This design comes from an exercise in tuning for small area, a short achievable clock period and few clock cycles per item on the open sky130 flow, not from production work.
Where RTL was checked, it was by simulation tests only, not by an equivalence proof against the original.
Power and IR drop assume default switching activity.

## branch juniper
Design indent_style_detector_core, start of the top module:
module indent_style_detector_core (
	input  logic        clk,
	input  logic        arst_n,
	input  logic        in_valid,
	output logic        in_ready,
	input  logic [7:0]  text_byte,
	input  logic        has_byte,
	input  logic        end_of_line,
	output logic        out_valid,
	input  logic        out_ready,
	output logic        keep_going,
	output logic [1:0]  tab_style,
	output logic [7:0]  indent_size,
	output logic [31:0] lines_seen,
	input  logic        cfg_we,
	input  logic [1:0]  cfg_index,
	input  logic [15:0] cfg_data
);
Size in the first run: roughly 2700 cells after synthesis, ~370 flip-flops, roughly 78 I/O pins, ~0.022 mm^2 of cells after synthesis.
==> flow/config.mk <==
export PLATFORM = sky130hd
export DESIGN_NAME = indent_style_detector_core
export DESIGN_NICKNAME = indent_style_detector_core
export VERILOG_FILES = /design/flow/design.v
export SDC_FILE = /design/flow/constraint.sdc
export NUM_CORES = 4
export LEC_CHECK = 0
export ABC_AREA = 1
export CAP_MARGIN = 20
export CORE_MARGIN = 2
export CORE_UTILIZATION = 55
export PLACE_DENSITY = 0.7
export SETUP_SLACK_MARGIN = 5.0
export SLEW_MARGIN = 20
==> flow/constraint.sdc <==
create_clock -name core_clock -period 8.0 [get_ports {clk}]
set_input_delay 1.6000 -clock core_clock [delete_from_list [all_inputs] [get_ports {clk}]]
set_output_delay 1.6000 -clock core_clock [all_outputs]
set_load 0.01 [all_outputs]
standard.sh (not shown) runs the stock make flow with config.mk's settings and CLKGATE_MAP_FILE= SYNTH_SCRIPT=/design/flow/synth_recipe.tcl, a recipe that flattens the netlist after the stock synthesis.
==> flow/flow/run.sh <==
#!/bin/bash
# The standard layout (standard.sh, unchanged synthesis and steps) with three
# tool settings changed: port buffers use the plain buf cell family, CTS uses clkbuf_8 and adds no
# dummy loads, and the setup margin stays at 5.0.
# The clock period and I/O constraints are untouched.
set -euo pipefail
sed -e 's/SETUP_SLACK_MARGIN=[0-9.]*/SETUP_SLACK_MARGIN=5.0 "BUFFER_PORTS_ARGS=-buffer_cell sky130_fd_sc_hd__buf_2" "CTS_ARGS=-sink_clustering_enable -repair_clock_nets -dont_use_dummy_load -buf_list sky130_fd_sc_hd__clkbuf_8"/' standard.sh > standard_tuned.sh
bash standard_tuned.sh > standard.log 2>&1
Testbench counts of branch juniper, summed over its fixed seeds: cycles 171,851, lines 9,600.
Changes in branch tundra relative to branch juniper:
-- flow/design.v --
<<< branch juniper, line 413
			end
			if (max_inc) begin
				max_q <= max_q + 16'd1;
			end
			qual_q        <= qual_nx;
>>> branch tundra, line 413
			end
			if (max_inc) begin
				max_q <= bump_val;    
			end
			qual_q        <= qual_nx;
Notes after the runs:
The final critical-path share of the clock period number comes out lower for branch juniper vs branch tundra.
Cmp branch tundra and branch juniper / area added between synthesis and finish / higher: branch tundra
branch juniper → branch tundra: number of global-route vias before repair grew by 372; starting DRC count in detailed routing up 319.
branch tundra ends up with lower number of multi-input combinational cells than branch juniper does.
Diff branch juniper -> branch tundra | wire length of the first global-routing pass | up slightly
Only the layout flow was run in branch tundra; the RTL was not checked for function there.

main:
Another version of the RTL of indent_style_detector_core (not shown whole).
Size in the first run: about 370 flip-flops, about 0.022 mm2 of cells after synthesis.
clock: 8.0 ns
lec_check: 0
abc_area: 1
cap_margin: 20
core_margin: 2
core_utilization: 55
place_density: 0.7
setup_slack_margin: 5.0
slew_margin: 20
==> flow/flow/run.sh <==
#!/bin/bash
# The standard layout (standard.sh, unchanged synthesis and steps) with three
# tool settings changed: port buffers use the plain buf cell family, CTS uses clkbuf_8, clusters of up to 16 sinks and adds no
# dummy loads, and the setup margin stays at 5.0.
# The clock period and I/O constraints are untouched.
set -euo pipefail
sed -e 's/SETUP_SLACK_MARGIN=[0-9.]*/SETUP_SLACK_MARGIN=5.0 "BUFFER_PORTS_ARGS=-buffer_cell sky130_fd_sc_hd__buf_2" "CTS_ARGS=-sink_clustering_enable -repair_clock_nets -dont_use_dummy_load -buf_list sky130_fd_sc_hd__clkbuf_8 -sink_clustering_size 16 -sink_clustering_max_diameter 50"/' standard.sh > standard_tuned.sh
bash standard_tuned.sh > standard.log 2>&1
Testbench counts of main, summed over its fixed seeds: cycles 171,851, lines 9,600.
Edits applied to the flow inputs when going from main to the feature branch:
--- a/flow/design.v
+++ b/flow/design.v
@@ -354,18 +354,21 @@
 			end
 		end else if (s4_spl_q && !(&space_total_q)) begin
 			if (tab_style_q == isd_pkg::STYLE_TABS) begin
 				style_nx = (space_inc == tab_total_q) ? isd_pkg::STYLE_UNKNOWN : isd_pkg::STYLE_TABS;
 			end else begin
 				style_nx = isd_pkg::STYLE_SPACES;
 			end
 		end
 	end
+	logic [16:0] kg_sub, ql_sub;
+	assign kg_sub = {1'b0, line_total_q} - {1'b0, max_lines_q};
+	assign ql_sub = {4'd0, th_floor_q} - {1'b0, max_q};
 	assign rc_take = rcb_v_q && in_range[rcb_idx_q] && (rd_q > max_q);
 	always_ff @(posedge clk or negedge arst_n) begin
 		if (!arst_n) begin
 			line_total_q  <= 16'd0;
 			tab_total_q   <= 16'd0;
 			space_total_q <= 16'd0;
 			th_floor_q    <= 13'd0;
 			th_rem_q      <= 4'd0;
 			hist_v_q      <= 8'd0;
@@ -380,20 +383,20 @@
 			rc_idx_q  <= 4'd0;
 			max_q     <= 16'd0;
 		end else if (rc_busy_q) begin
 			rc_idx_q <= rc_idx_q + 4'd1;
 			if (rc_take) begin
 				max_q <= rd_q;
 			end
 			if (rc_fin) begin
 				rc_busy_q     <= 1'b0;
-				qual_q        <= max_q > {3'd0, th_floor_q};
-				keep_going_q  <= line_total_q < max_lines_q;
+				qual_q        <= ql_sub[16];
+				keep_going_q  <= kg_sub[16];
 			end
 		end else if (s4_fire) begin
 			line_total_q  <= line_nx;
 			if (s4_tabl_q) begin
 				tab_total_q <= tab_inc;
 			end
 			if (s4_spl_q) begin
 				space_total_q <= space_inc;
 			end
@@ -403,32 +406,32 @@
 					th_floor_q <= floor_inc;
 				end else begin
 					th_rem_q <= th_rem_q + 4'd1;
 				end
 			end
 			if (s4_hit_q) begin
 				hist_v_q[s4_bin_q] <= 1'b1;
 			end
 			if (max_inc) begin
-				max_q <= max_q + 16'd1;
+				max_q <= bump_val;    
 			end
 			qual_q        <= qual_nx;
 			keep_going_q  <= keep_going_q && (line_nx != max_lines_q);
 			tab_style_q   <= style_nx;
 		end
 	end
 	always_ff @(posedge clk) begin
 		if (!cfg_we && rc_busy_q) begin
 			if (rc_take) begin
 				max_idx_q <= rcb_idx_q;
 			end
 			if (rc_fin) begin
-				indent_size_q <= (max_q > {3'd0, th_floor_q}) ? ind_cur : 8'd0;
+				indent_size_q <= ql_sub[16] ? ind_cur : 8'd0;
 			end
 		end else if (!cfg_we && s4_fire) begin
 			max_idx_q     <= idx_nx;
 			indent_size_q <= !qual_nx ? 8'd0 : idx_take ? ind_bin : ind_cur;
 		end
 	end
 	always_ff @(posedge clk or negedge arst_n) begin
 		if (!arst_n) begin
 			out_valid_q <= 1'b0;
Share of the final layout cell area in multi-input gates: the feature branch and main compared, higher one is main. In the feature branch relative to main, non-clock buffer instance count of the final layout had gone up by a little under 10%. Between main and the feature branch, met2 routing resource usage after global routing increased. The lower total standard cell area after synthesis came out of the feature branch. Taking main as the reference point, the normalized max-slew margin of the feature branch rises by 1.7 points. Power consumed by sequential cells across the feature branch and main: no real change. Detailed route, the feature branch vs main: via total lower for the feature branch. The feature branch against main: sum of internal, switching and leakage power now smaller; number of multi-input combinational cells in the layout went down 111; cell count fell about 3%.
Function not checked in the feature branch: the RTL went through the layout flow alone.

indent_style_detector_core, a different RTL version from the one above (not shown whole).
For scale: about 2000 cells after synthesis, roughly 350 flip-flops, roughly 78 I/O pins, ~0.021 mm2 of cells after synthesis.
make LEC_CHECK=0 ABC_CLOCK_PERIOD_IN_PS=3000 CAP_MARGIN=20 CORE_MARGIN=2 CORE_UTILIZATION=40 PLACE_DENSITY=0.6 SETUP_SLACK_MARGIN=4.5 SLEW_MARGIN=20 finish   # period 8.0 ns
run.sh (not shown) runs the stock make flow with config.mk's settings and CLKGATE_MAP_FILE= SYNTH_SCRIPT=/design/flow/synth_recipe.tcl, a recipe that flattens the netlist after the stock synthesis.
Stock flow here: none of the scripts above is used.
Testbench counts at the start, summed over its fixed seeds: cycles 171,843, lines 9,600.
Change:
--- a/flow/design.v
+++ b/flow/design.v
@@ -198,49 +198,71 @@
 			sp_q   <= sp_d;
 		end
 	end
 	logic [15:0] prev_q;
 	logic [2:0]  bin;
 	logic        hit;
 	logic        s2_fire;
 	logic        s3_v_q, s3_tabl_q, s3_spl_q, s3_hit_q;
 	logic [2:0]  s3_bin_q;
 	assign s2_fire = adv && pend_q;
 	logic [16:0] d_up;
+	logic        s2b_v_q, s2b_neg_q, s2b_hiz_q, s2b_hio_q, s2b_cls_q, s2b_tabl_q, s2b_spl_q;
+	logic [7:0]  s2b_dlo_q;
+	assign d_up = {1'b0, sp_q} - {1'b0, prev_q};
+	always_ff @(posedge clk or negedge arst_n) begin
+		if (!arst_n) begin
+			prev_q  <= 16'd0;
+			s2b_v_q <= 1'b0;
+		end else if (adv) begin
+			s2b_v_q <= pend_q;
+			if (pend_q && !skip_q && !tab_q && cont_q) begin
+				prev_q <= sp_q;
+			end
+		end
+	end
+	always_ff @(posedge clk) begin
+		if (s2_fire) begin
+			s2b_neg_q  <= d_up[16];
+			s2b_hiz_q  <= d_up[15:8] == 8'd0;
+			s2b_hio_q  <= d_up[15:8] == 8'hFF;
+			s2b_dlo_q  <= d_up[7:0];
+			s2b_cls_q  <= !skip_q && !tab_q && cont_q;
+			s2b_tabl_q <= !skip_q && tab_q;
+			s2b_spl_q  <= !skip_q && !tab_q && spnz_q;
+		end
+	end
 	logic [8:0]  e_up;
 	logic [9:0]  e_dn;
 	logic        win_up, win_dn;
+	logic        s2b_fire;
+	assign s2b_fire = adv && s2b_v_q;
 	always_comb begin
-		d_up   = {1'b0, sp_q} - {1'b0, prev_q};
-		e_up   = {1'b0, d_up[7:0]} - {1'b0, min_indent_q};
-		e_dn   = {2'b0, ~d_up[7:0]} + 10'd1 - {2'b0, min_indent_q};
-		win_up = (d_up[15:8] == 8'd0) && !e_up[8] && (e_up[7:3] == 5'd0) && in_range[e_up[2:0]];
-		win_dn = (d_up[15:8] == 8'hFF) && (e_dn[9:3] == 7'd0) && in_range[e_dn[2:0]];
-		bin    = d_up[16] ? e_dn[2:0] : e_up[2:0];
-		hit    = !skip_q && !tab_q && cont_q && (d_up[16] ? win_dn : win_up);
+		e_up   = {1'b0, s2b_dlo_q} - {1'b0, min_indent_q};
+		e_dn   = {2'b0, ~s2b_dlo_q} + 10'd1 - {2'b0, min_indent_q};
+		win_up = s2b_hiz_q && !e_up[8] && (e_up[7:3] == 5'd0) && in_range[e_up[2:0]];
+		win_dn = s2b_hio_q && (e_dn[9:3] == 7'd0) && in_range[e_dn[2:0]];
+		bin    = s2b_neg_q ? e_dn[2:0] : e_up[2:0];
+		hit    = s2b_cls_q && (s2b_neg_q ? win_dn : win_up);
 	end
 	always_ff @(posedge clk or negedge arst_n) begin
 		if (!arst_n) begin
-			prev_q <= 16'd0;
 			s3_v_q <= 1'b0;
 		end else if (adv) begin
-			s3_v_q <= pend_q;
-			if (pend_q && !skip_q && !tab_q && cont_q) begin
-				prev_q <= sp_q;
-			end
+			s3_v_q <= s2b_v_q;
 		end
 	end
 	always_ff @(posedge clk) begin
-		if (s2_fire) begin
-			s3_tabl_q <= !skip_q && tab_q;
-			s3_spl_q  <= !skip_q && !tab_q && spnz_q;
+		if (s2b_fire) begin
+			s3_tabl_q <= s2b_tabl_q;
+			s3_spl_q  <= s2b_spl_q;
 			s3_hit_q  <= hit;
 			s3_bin_q  <= bin;
 		end
 	end
 	logic [15:0] hist_q [8];
 	logic [7:0]  hist_v_q;
 	logic [2:0]  rd_idx;
 	logic [15:0] rd_val;
 	logic [15:0] bump_val;
 	logic [15:0] rd_q;
 	logic        s4_v_q, s4_tabl_q, s4_spl_q, s4_hit_q;
The new run passed the timing, design-rule and antenna checks.
Total power goes down by a few percent.
Sequential share of layout area goes up by 2.4 points.
Routed wire length goes down by a few percent.
Clock-buffer cell count goes up by 3.
Cell count goes down slightly.
Worst hold slack gets better by 0.0038 ns.
Design area goes down slightly.
No functional check of the RTL was part of the second run of this note.

indent_style_detector_core with an RTL version that a note above also has.
Size in the first run: roughly 2700 cells after synthesis, roughly 370 flip-flops, ~78 I/O pins, ~22000 µm² of cells after synthesis.
clock: 8.0 ns
lec_check: 0
abc_area: 1
cap_margin: 20
core_margin: 2
core_utilization: 55
place_density: 0.7
setup_slack_margin: 4.7
slew_margin: 20
Testbench counts at the start, summed over its fixed seeds: cycles 171,851, lines 9,600.
Then changed:
--- a/flow/design.v
+++ b/flow/design.v
@@ -307,38 +307,40 @@
 		end
 	end
 	logic [15:0] line_total_q, tab_total_q, space_total_q;
 	logic [12:0] th_floor_q;    
 	logic [3:0]  th_rem_q;      
 	logic [15:0] max_q;         
 	logic [2:0]  max_idx_q;     
 	logic        qual_q;        
 	logic        th_inc, th_sat, fl_inc;
 	logic [12:0] floor_inc;
 	logic        max_inc, idx_take;
 	logic [15:0] line_nx, tab_inc, space_inc;
+	logic [15:0] max_m1;
 	logic [7:0]  ind_bin, ind_cur;
 	logic [1:0]  style_nx;
 	logic        qual_nx;
 	logic [2:0]  idx_nx;
 	logic        rc_take;
 	logic        keep_going_q;
 	logic [1:0]  tab_style_q;
 	logic [7:0]  indent_size_q;
 	assign th_inc    = s4_tabl_q || s4_hit_q;
 	assign th_sat    = (th_floor_q == 13'd6553) && (th_rem_q == 4'd5);
 	assign fl_inc    = th_inc && !th_sat && (th_rem_q == 4'd9);
 	assign floor_inc = th_floor_q + 13'd1;
+	assign max_m1    = max_q - 16'd1;
 	assign max_inc   = s4_hit_q && (rd_q == max_q) && !(&max_q);
-	assign idx_take  = max_inc || (s4_hit_q && (bump_val == max_q) && (s4_bin_q < max_idx_q));
+	assign idx_take  = max_inc || (s4_hit_q && (rd_q == max_m1) && (s4_bin_q < max_idx_q));
 	assign idx_nx    = idx_take ? s4_bin_q : max_idx_q;
 	assign ind_bin   = min_indent_q + {5'd0, s4_bin_q};
 	assign ind_cur   = min_indent_q + {5'd0, max_idx_q};
 	assign line_nx   = sat_inc(line_total_q);
 	assign tab_inc   = sat_inc(tab_total_q);
 	assign space_inc = sat_inc(space_total_q);
 	always_comb begin
 		qual_nx = qual_q;
 		if (max_inc && !fl_inc) begin
 			qual_nx = qual_q || (max_q == {3'd0, th_floor_q});
 		end else if (!max_inc && fl_inc) begin
 			qual_nx = qual_q && (max_q != {3'd0, floor_inc});
After rerunning:
- die area stays flat
- sequential share of layout area fell by 0.20 points
- total power rose by 6.6%
- global-route usage fell by 0.96 points
- wire length fell by 4.0%
- worst setup slack degrades by 27 ps
- cell count fell by 0.56%
- core utilization rose by 0.29 points
No functional check of the RTL was part of the second run of this note.

Setup of red:
indent_style_detector_core again, from the RTL that the note above started with.
export LEC_CHECK = 0
export ABC_AREA = 1
export CAP_MARGIN = 20
export CORE_MARGIN = 2
export CORE_UTILIZATION = 55
export PLACE_DENSITY = 0.7
export SETUP_SLACK_MARGIN = 5.0
export SLEW_MARGIN = 20
create_clock -name core_clock -period 8.0 [get_ports {clk}]
Testbench counts of red, summed over its fixed seeds: cycles 171,851, lines 9,600.
For blue, these inputs were changed with respect to red:
-- flow/design.v --
<<< red, line 317
	logic        max_inc, idx_take;
	logic [15:0] line_nx, tab_inc, space_inc;
	logic [7:0]  ind_bin, ind_cur;
	logic [1:0]  style_nx;
>>> blue, line 317
	logic        max_inc, idx_take;
	logic [15:0] line_nx, tab_inc, space_inc;
	logic [15:0] max_m1;
	logic [7:0]  ind_bin, ind_cur;
	logic [1:0]  style_nx;
<<< red, line 329
	assign fl_inc    = th_inc && !th_sat && (th_rem_q == 4'd9);
	assign floor_inc = th_floor_q + 13'd1;
	assign max_inc   = s4_hit_q && (rd_q == max_q) && !(&max_q);
	assign idx_take  = max_inc || (s4_hit_q && (bump_val == max_q) && (s4_bin_q < max_idx_q));
	assign idx_nx    = idx_take ? s4_bin_q : max_idx_q;
	assign ind_bin   = min_indent_q + {5'd0, s4_bin_q};
>>> blue, line 330
	assign fl_inc    = th_inc && !th_sat && (th_rem_q == 4'd9);
	assign floor_inc = th_floor_q + 13'd1;
	assign max_m1    = max_q - 16'd1;
	assign max_inc   = s4_hit_q && (rd_q == max_q) && !(&max_q);
	assign idx_take  = max_inc || (s4_hit_q && (rd_q == max_m1) && (s4_bin_q < max_idx_q));
	assign idx_nx    = idx_take ? s4_bin_q : max_idx_q;
	assign ind_bin   = min_indent_q + {5'd0, s4_bin_q};
==> run notes <==
- Post-synthesis adder-cell area fraction of red is on par with blue.
- In the tables for blue and red, clock network power share reads higher with red.
- blue against red: number of ordinary inverters in the final layout fell 3.0%; worst hold slack rose 9.4 ps; share of the final layout cell area in multi-input gates rose 0.40 points; fraction of the mapped netlist area in simple logic gates fell 1.3 points.
- Routed wire length for blue: 5.1% down relative to red
- Diff red -> blue: time the worst path needs with I/O delays and setup shrank by 9.5 ps; area after synthesis about even; total CTS buffers rose by 1; die extent in y has remained practically unchanged.
- Max count of TritonRoute iterations in the first routing pass across blue and red: blue
- | placed cell count | blue vs red | about 0.8% lower |
- Against red, the final cell area of blue is lower.
The RTL of blue was laid out without a check of its function.

## what the ideal ports hide
The results above use ideal ports. As a check the final layouts listed here were re-extracted and re-timed, cells and wires unchanged.
Step 1 assumes that a clkbuf_16 drives the clock port and a buf_2 every other input.
Step 2 moves the port delays by t, midway between the first and last clock arrival at a register: inputs arrive t later, outputs are due t later. That takes back most of the time a late clock gives input paths.
a / b / c = ideal ports / drivers / drivers and shift; a / b = the first two.
run | t (ns) | slack for setup (ns) | worst slew at a driven data input, ns
branch juniper | 0.645 | 5.068 / 5.017 / 4.530 | 0.04
branch tundra | 0.694 | 4.982 / 4.982 / 4.452 | 0.05
main | 0.647 | 5.048 / 5.002 / 4.429 | 0.04
the feature branch | 0.669 | 5.039 / 4.987 / 4.453 | 0.05
the first run of note 3 | 0.634 | 4.137 / 4.137 / 3.971 | 0.08
the second run of note 3 | 0.633 | 4.496 / 4.530 / 3.897 | 0.07
the first run of note 4 | 0.620 | 4.764 / 4.705 / 4.255 | 0.06
the second run of note 4 | 0.621 | 4.737 / 4.683 / 4.244 | 0.06
red | 0.621 | 5.042 / 4.984 / 4.479 | 0.05
blue | 0.610 | 5.051 / 4.996 / 4.578 | 0.04
After both steps setup and hold are still met in every run listed. For main, which loses most, drivers alone change the setup slack by -0.046 ns; drivers and shift together by -0.619 ns.
